Source: an optimization exercise on an open RTL-to-GDS flow (aim: small area, a short achievable clock period and few clock cycles). Production flows keep margins and buffers that such runs may drop. Only simulation tests tie the RTL to the original design; equivalence was not proved. No activity file was given, so power comes from the tool's default toggle rates.

==> flow/design.v (outline; a module is shown in full before it is edited, if it fits) <==
// module ycbcrBlockTop: 1679 lines
module ycbcrBlockTop (
    input  logic        clk,
    input  logic        rst_n,
    input  logic        enable,
    input  logic [63:0] dataRead,
    output logic [10:0] sramRaddr,
    output logic [10:0] sramWaddr,
    output logic [63:0] dataWrite,
    output logic        wen,
    output logic        valid
);
  // ...
==> flow/run.sh <==
#!/bin/bash
# synth_recipe.tcl (not shown) runs the flow's synth.tcl, then flattens the netlist and writes it again
# the make line also repeats each setting of config.mk as NAME=value (left out here)
make -C /OpenROAD-flow-scripts/flow DESIGN_CONFIG=/design/flow/config.mk WORK_HOME=/design/flow/orfs CLKGATE_MAP_FILE= SYNTH_SCRIPT=/design/flow/synth_recipe.tcl finish
==> flow/config.mk <==
export PLATFORM = sky130hd
export DESIGN_NAME = ycbcrBlockTop
export DESIGN_NICKNAME = ycbcrBlockTop
export VERILOG_FILES = /design/flow/design.v
export SDC_FILE = /design/flow/constraint.sdc
export NUM_CORES = 4
export LEC_CHECK = 0
export CAP_MARGIN = 20
export CORE_MARGIN = 2
export CORE_UTILIZATION = 40
export CTS_BUF_LIST = sky130_fd_sc_hd__clkbuf_4 sky130_fd_sc_hd__clkbuf_8
export CTS_CLUSTER_SIZE = 30
export SLEW_MARGIN = 20
==> flow/constraint.sdc <==
create_clock -name core_clock -period 5.0 [get_ports {clk}]
set_input_delay 1.0000 -clock core_clock [delete_from_list [all_inputs] [get_ports {clk}]]
set_output_delay 1.0000 -clock core_clock [all_outputs]
set_load 0.01 [all_outputs]
==> flow_metrics.tcl, run 1 <==
set metrics [dict create \
    outcome "no timing/DRC/antenna violations" \
    clockRootBuffer "clkbuf_8" \
    clkTransAtPathRegs_ns 0.06 \
    signal_buffers 169 \
    pre_cts_slack_ns 1.04 \
    seq_share_pct 38.9 \
    worst_setup_path_end_kind "register" \
    seqPwrFrac_pct 36.2 \
    ctsHoldBuffers 0 \
    syn_inst 3060 \
    wl_met2_um 36800 \
    min_path_cells 0 \
    rr_startpoint "phv[0]$_SDFF_PN1_" \
    firstDrtPassIters 10 \
    critical-path-top-delay-family "adder cells" \
    syn_area_um2 33600 \
    dieWidth_um 294 \
    placedCellCount 4221 \
    synth.most_common_cell "dfxtp_1" \
    period_minus_slack_ns 4.01 \
    finalSetupTns_ns 0 \
    placed_cell_area_um2 36300 \
    cts_sinks 757 \
    period_share_pct 80.2 \
    path_max_fanout 66 \
    use_met3_pct 5.89 \
    inv_count 656 \
    num-clock-buffers 186 \
    timing_worst_slew_pin_value_ns 1.10 \
    nonClkBufAreaFrac_pct 4.23 \
    worstSkewPairLatency_ns 0.75 \
    synth_mux_area_share_pct 0.0297 \
]
Testbench counts, summed over its fixed seeds: cycles 2,640.
==> run 2: changes to the inputs <==
--- a/flow/config.mk
+++ b/flow/config.mk
@@ -10,4 +10,3 @@
 export CORE_UTILIZATION = 40
-export CTS_BUF_LIST = sky130_fd_sc_hd__clkbuf_4 sky130_fd_sc_hd__clkbuf_8
-export CTS_CLUSTER_SIZE = 30
+export SETUP_SLACK_MARGIN = 1.5
 export SLEW_MARGIN = 20
==> run 2 against run 1 <==
Net effect: clock skew decreased by 0.012 ns; maximum frequency increased by 16%; critical path depth increased by 2; first-iteration DRC count increased by 23%; design area increased by 1.8%; die area unchanged; non-clock buffer count increased by 62; combinational power increased by 0.5%; register-to-register slack improved by 0.57 ns; cell count decreased by 0.34%; hold slack got worse by 0.0060 ns; flip-flop and latch count unchanged.
==> flow_metrics.tcl, run 2 <==
set metrics [dict create \
    r2r_slack_ns 1.56 \
    synth_cell_types 71 \
    finalSetupViolations 0 \
    synth_seq_cells 757 \
    cts_sinks 757 \
    critical_path_class "reg -> reg" \
    fin_skew_ns 0.0305 \
    slew_violations 0 \
    cts_tree "built" \
    leakagePower_nw 18.9 \
    dr.first_iter.drc_count 2506 \
    rr_worst_depth 11 \
    cts_made_buffers 80 \
    worst_ep_required_time_ns 5.51 \
    wl_per_cell_um 21.2 \
    period_share_pct 68.8 \
    finalHoldViolations 0 \
    track_usage_pct 21.5 \
    worstHoldStart "cr0_h2[3]$_DFF_P_" \
    synth_top_area_share_pct 45.0 \
    postLayoutCoreUtil_pct 47.6 \
    min-delay-path-class "reg -> reg" \
    grt_pass1_wl_um 138000 \
    grt_overflow 0 \
    design_area_um2 39700 \
    firstDrtPassIters 7 \
    core_area_um2 83400 \
    final_layout_size_suffix_gt1_share_pct 7.65 \
    relSlewSlack_pct 29.3 \
    clkTransAtPathRegs_ns 0.06 \
    synth_area_leader_cell "dfxtp_1" \
    chipHeight_um 294 \
    ys_async_sr_fraction_pct 0 \
    synth_top_family_by_area "adder cells" \
    rows 106 \
    final_common_cell "dfxtp_1" \
    drc_errors 0 \
    first_global_vias 21867 \
    p_per_area_nw_per_um2 614 \
    via_per_inst 5.01 \
    cp.arrival_ns 3.95 \
    dieWidth_um 294 \
    start_util_pct 40.3 \
    routed_wl_um 94100 \
    worstSkewPairLatency_ns 0.64 \
    h-tree-depth 3 \
    timing_worst_slew_pin_value_ns 1.06 \
    rsz0062_at_grt "true" \
    fmax_mhz 291 \
    antenna_left 0 \
    worst_setup_path_end_kind "register" \
    ys.flop_type "dfxtp_1" \
    yosys.area_share.adder_pct 27.3 \
    ctsHoldBuffers 0 \
    syn_area_um2 33600 \
    dieArea_um2 86500 \
    path_max_fanout 26 \
    hold-path-endpoint "cr0_h3[3]$_DFF_P_" \
    synth_mux_area_share_pct 0.0297 \
    syn_inst 3060 \
    synth_area_leaders "dfxtp_1, fa_1, ha_1" \
    clockBufferDepth 3 \
    antenna_found_initial 6 \
    synth_xor_area_share_pct 2.71 \
    ios 155 \
    grt_max_degree 65 \
    yosys_warnings 1 \
    synth-compound-area-share_pct 10.8 \
    nNetsFinal 3917 \
    period_minus_slack_ns 3.44 \
    port_buffers 144 \
    globalplace.congestion 0.933 \
    placed_cell_area_um2 36300 \
    synth-edff-count 0 \
    outcome "no timing/DRC/antenna violations" \
    ys_seq_area_share_pct 45.0 \
    syn_to_final_growth_pct 18.0 \
    synthSimpleGateAreaFrac_pct 5.63 \
    vias 22212 \
    synth.avg_cell_area_um2 11.0 \
    ir_drop_mv 0.241 \
    reg2reg_to "y1_s22$_DFF_P_" \
    cap_violations 0 \
    rr_startpoint "phv[0]$_SDFF_PN1_" \
    most-common-layout-cells "dfxtp_1, inv_1, ha_1, fa_1, nand2_1" \
    synth_commonest_cells "dfxtp_1, inv_1, ha_1" \
    finalSetupTns_ns 0 \
    min_path_cells 0 \
    synth.most_common_cell "dfxtp_1" \
    dp_hpwl_um 72300 \
    critPathLaunchType "register" \
    clockRootBuffer "clkbuf_16" \
]
[run 2: cells by family (layout without fill, tap and decap cells)]
family	count (synthesis)	after routing
AOI/OAI and AO/OA	449	449
xor gates and xnor gates	104	104
adders and majority gates	571	571
buffers and inverters	752	1031
DFF	757	757
muxes	1	1
other	1	13
and+or+nand+nor	425	425
[run 2: timing repair]
item / 4_1_cts / 5_1_grt
gates cloned: 0 / 1
resized for setup: 1 / 8
pin swaps: 13 / 14
setup endpoints to repair: 119 / 64
buffers inserted: 29 / 34
[run 2: metal layers]
metal,share of wire (%),wire length [um],vias up,GRT usage (%)
met1,47,44000,10729,32.4
met5,0.0074,7,-,0
met4,3.1,2940,2,6.73
li1,-,-,10419,-
met2,42,39200,923,31.1
met3,8.4,7950,139,3.69
[run 2: layout make-up]
type	instances	area [um^2]
Fill cell	7491	43700
Multi-Input combinational cell	1560	15700
Sequential cell	757	15200
Inverter	656	2460
Clock buffer	113	2330
Timing Repair Buffer	231	2280
Tap cell	1080	1350
Clock inverter	31	413
Antenna cell	3	7.51
[run 2: how the worst max path moves through the flow]
| stage | slack [ns] | cells after the start | end | startpoint |
|---|---|---|---|---|
| 6_report | 1.56 | 11 | y1_s22$_DFF_P_ | phv[0]$_SDFF_PN1_ |
| 3_3_place_gp | 1.05 | 8 | cr0_s22$_DFF_P_ | dataRead[6] |
| 3_5_place_dp | 1.03 | 7 | y1_s22$_DFF_P_ | phv[0]$_SDFF_PN1_ |
| 5_1_grt | 1.47 | 11 | cb0_s23$_DFF_P_ | phv[0]$_SDFF_PN1_ |
| 4_1_cts | 1.42 | 9 | y3_s22$_DFF_P_ | phv[0]$_SDFF_PN1_ |
| 2_1_floorplan | 1.48 | 12 | cb1_s22$_DFF_P_ | phv[2]$_SDFF_PN0_ |
[run 2: power breakdown]
part           internal, mW  switching, mW
Clock                  3.63           2.49
Sequential             7.97          0.711
Combinational          3.83           5.74
Total                  15.4           8.94
[run 2: metrics by stage]
step	total power, mW	setup slack (ns)	hold WS [ns]	instances
floorplan	14.4	1.48	0.330	3069
global placement	18.1	1.05	0.335	4220
detailed placement	18.2	1.03	0.335	4220
CTS	24.5	1.42	0.347	4393
global route	26.0	1.47	0.347	4428
finish	24.4	1.56	0.343	4431
[run 2: worst max-delay path, stage by stage (launching register included)]
cell	delay [ns]
dfxtp_4	0.36
buf_8	0.20
buf_16	0.20
buf_12	0.18
nand2_1	0.09
nand2_1	0.14
inv_1	0.09
fa_1	0.49
inv_1	0.05
fa_1	0.46
fa_1	0.60
fa_1	0.44
==> run 3: changes to the inputs <==
--- a/flow/config.mk
+++ b/flow/config.mk
@@ -10,3 +10,2 @@
 export CORE_UTILIZATION = 40
-export SETUP_SLACK_MARGIN = 1.5
 export SLEW_MARGIN = 20
==> run 3 against run 2 <==
Net effect: hold slack gained 0.0061 ns; total power up 3.1%; sequential share of layout area increased by 0.24 points; clock power is 13% higher; global-route usage is 0.47 points lower; non-clock buffer count fell by 62; largest power group unchanged; highest routed layer unchanged.
==> flow_metrics.tcl, run 3 <==
set metrics [dict create \
    period_share_pct 79.8 \
    fin_skew_ns 0.0285 \
    finalSetupViolations 0 \
    dieWidth_um 294 \
    first_global_vias 21789 \
    ys_async_sr_fraction_pct 0 \
    finalHoldViolations 0 \
    ir_drop_mv 0.285 \
    finalSetupTns_ns 0 \
    p_per_area_nw_per_um2 637 \
    antenna_left 0 \
    synth_seq_cells 757 \
    ys.flop_type "dfxtp_1" \
    syn_to_final_growth_pct 17.3 \
    grt_pass1_wl_um 135000 \
    grt_overflow 0 \
    synth.avg_cell_area_um2 11.0 \
    most-common-layout-cells "dfxtp_1, inv_1, ha_1, fa_1, nand2_1" \
    whs_ns 0.349 \
    dr.first_iter.drc_count 1966 \
    globalplace.congestion 0.906 \
    ctsHoldBuffers 0 \
    chipHeight_um 294 \
    track_usage_pct 21.0 \
    synth_top_area_share_pct 45.0 \
    cts_tree "built" \
    worst_ep_required_time_ns 5.51 \
    final_common_cell "dfxtp_1" \
    syn_inst 3060 \
    rr_worst_depth 9 \
    dieArea_um2 86500 \
    leakagePower_nw 18.7 \
    port_buffers 144 \
    core_area_um2 83400 \
    clkTransAtPathRegs_ns 0.06 \
    nFillCells 7593 \
    h-tree-depth 3 \
    final_layout_size_suffix_gt1_share_pct 6.19 \
    syn_area_um2 33600 \
    worstSkewPairLatency_ns 0.64 \
    rsz0062_at_grt "false" \
    synth-edff-count 0 \
    timing_worst_slew_pin_value_ns 1.13 \
    outcome "no timing/DRC/antenna violations" \
    wl_per_cell_um 20.5 \
    post_cts_buffers 0 \
    drc_errors 0 \
    cts_made_buffers 84 \
    nNetsFinal 3859 \
    ios 155 \
    vias 21454 \
    critPathLaunchType "register" \
    worst_setup_path_end_kind "register" \
    period_minus_slack_ns 3.99 \
    firstDrtPassIters 7 \
    grt_max_degree 73 \
    slew_violations 0 \
    rows 106 \
    clockRootBuffer "clkbuf_16" \
    synth_area_leaders "dfxtp_1, fa_1, ha_1" \
    routed_wl_um 89700 \
    synth.most_common_cell "dfxtp_1" \
    ys_seq_area_share_pct 45.0 \
    synth_area_leader_cell "dfxtp_1" \
    cap_violations 0 \
    yosys_warnings 1 \
    path_max_fanout 66 \
    via_per_inst 4.90 \
    synth_commonest_cells "dfxtp_1, inv_1, ha_1" \
    cts_sinks 757 \
    fmax_mhz 251 \
    start_util_pct 40.3 \
    min_path_cells 0 \
    cts_resized 0 \
    antenna_found_initial 5 \
    synth_cell_types 71 \
    dp_hpwl_um 71900 \
    critical_path_class "reg -> reg" \
    design_area_um2 39500 \
    relSlewSlack_pct 24.3 \
    clockBufferDepth 3 \
    placed_cell_area_um2 36300 \
    cp.arrival_ns 4.50 \
    min-delay-path-class "reg -> reg" \
]
==> run 3: worst max-delay path: stages, from the launching register on <==
cell,delay (ns)
dfxtp_4,0.90
buf_4,0.38
buf_4,0.30
a22o_1,0.21
inv_1,0.07
fa_1,0.50
inv_1,0.05
fa_1,0.46
fa_1,0.57
fa_1,0.41
==> run 3: final timing paths <==
kind,startpoint,to,slack [ns]
worst max-delay path,phv[0]$_SDFF_PN1_,y2_s22$_DFF_P_,1.01
worst min-delay path,cr1_h2[1]$_DFF_P_,cr1_h3[1]$_DFF_P_,0.35
worst max register to register,phv[0]$_SDFF_PN1_,y2_s22$_DFF_P_,1.01
worst min register to register,cr1_h2[1]$_DFF_P_,cr1_h3[1]$_DFF_P_,0.35
==> run 3: cell families after synthesis <==
family                   Yosys count  share of synthesized area [%]
XOR/XNOR                         104                           2.71
AND/OR/NAND/NOR                  425                           5.63
buffers and inverters            752                           8.50
flip-flops                       757                           45.0
multiplexers                       1                         0.0298
other                              1                         0.0111
adder cells (fa/ha/maj)          571                           27.3
AO/OA/AOI/OAI                    449                           10.8
==> run 3: power breakdown <==
| part | total [mW] | internal (mW) | switching [mW] |
|---|---|---|---|
| Combinational | 9.51 | 3.73 | 5.78 |
| Sequential | 8.70 | 7.97 | 0.729 |
| Clock | 6.93 | 4.31 | 2.61 |
==> run 3: metal layers <==
layer  GRT usage (%)  wire (um)
met5               0         17
met4            7.38       2790
met3            5.79       7910
met2            29.8      36500
met1            30.5      42500
==> run 3: through the flow <==
| stage | util [%] | setup WS [ns] | total power [mW] | cells |
|---|---|---|---|---|
| after floorplan | - | 1.10 | 14.4 | 3069 |
| after global placement | 43.5 | 1.10 | 18.2 | 4221 |
| after detailed placement | 43.5 | 1.04 | 18.3 | 4221 |
| after CTS | 47.3 | 1.04 | 25.3 | 4377 |
| after global routing | 47.3 | 0.881 | 26.8 | 4378 |
| final | 47.3 | 1.01 | 25.1 | 4379 |
==> run 3: final cells by class <==
| cell class | count | area, um^2 | area share [%] |
|---|---|---|---|
| clock inverters | 48 | 762 | 1.93 |
| well taps | 1080 | 1350 | 3.42 |
| inverters | 656 | 2460 | 6.24 |
| diodes | 1 | 2.50 | 0.00634 |
| repair buffers | 169 | 1650 | 4.18 |
| flip-flops and latches | 757 | 15200 | 38.4 |
| multi-input cells | 1560 | 15700 | 39.7 |
| clock buffers | 108 | 2410 | 6.10 |

## separate check: timing with driven ports
The results above use ideal ports. As a check the final layouts listed here were re-extracted and re-timed, cells and wires unchanged.
Step 1 (the two cells are an assumption about what drives the block):
set clk [get_ports {clk}]
set_driving_cell -lib_cell sky130_fd_sc_hd__clkbuf_16 $clk
set_driving_cell -lib_cell sky130_fd_sc_hd__buf_2 [delete_from_list [all_inputs] $clk]
Step 2 times the ports against the registers' clock, not the clock port: input delays grow and output delays shrink by t, the midpoint of the rising clock arrivals with the driver on.
a / b / c = ideal ports / drivers / drivers and shift; a / b = the first two.
| run | shift t [ns] | slack for setup (ns) | clock arrival spread, ns | worst slew at a driven data input, ns |
|---|---|---|---|---|
| run 1 | 0.792 | 0.991 / 0.991 / 0.991 | 0.047 / 0.047 | 0.14 |
| run 2 | 0.691 | 1.558 / 1.558 / 0.935 | 0.031 / 0.032 | 0.11 |
| run 3 | 0.690 | 1.010 / 1.010 / 1.010 | 0.030 / 0.030 | 0.15 |
After both steps every run listed still meets setup and hold. The setup slack of run 2, which loses most, moves by 0.000 ns with the drivers and by -0.623 ns with both steps.
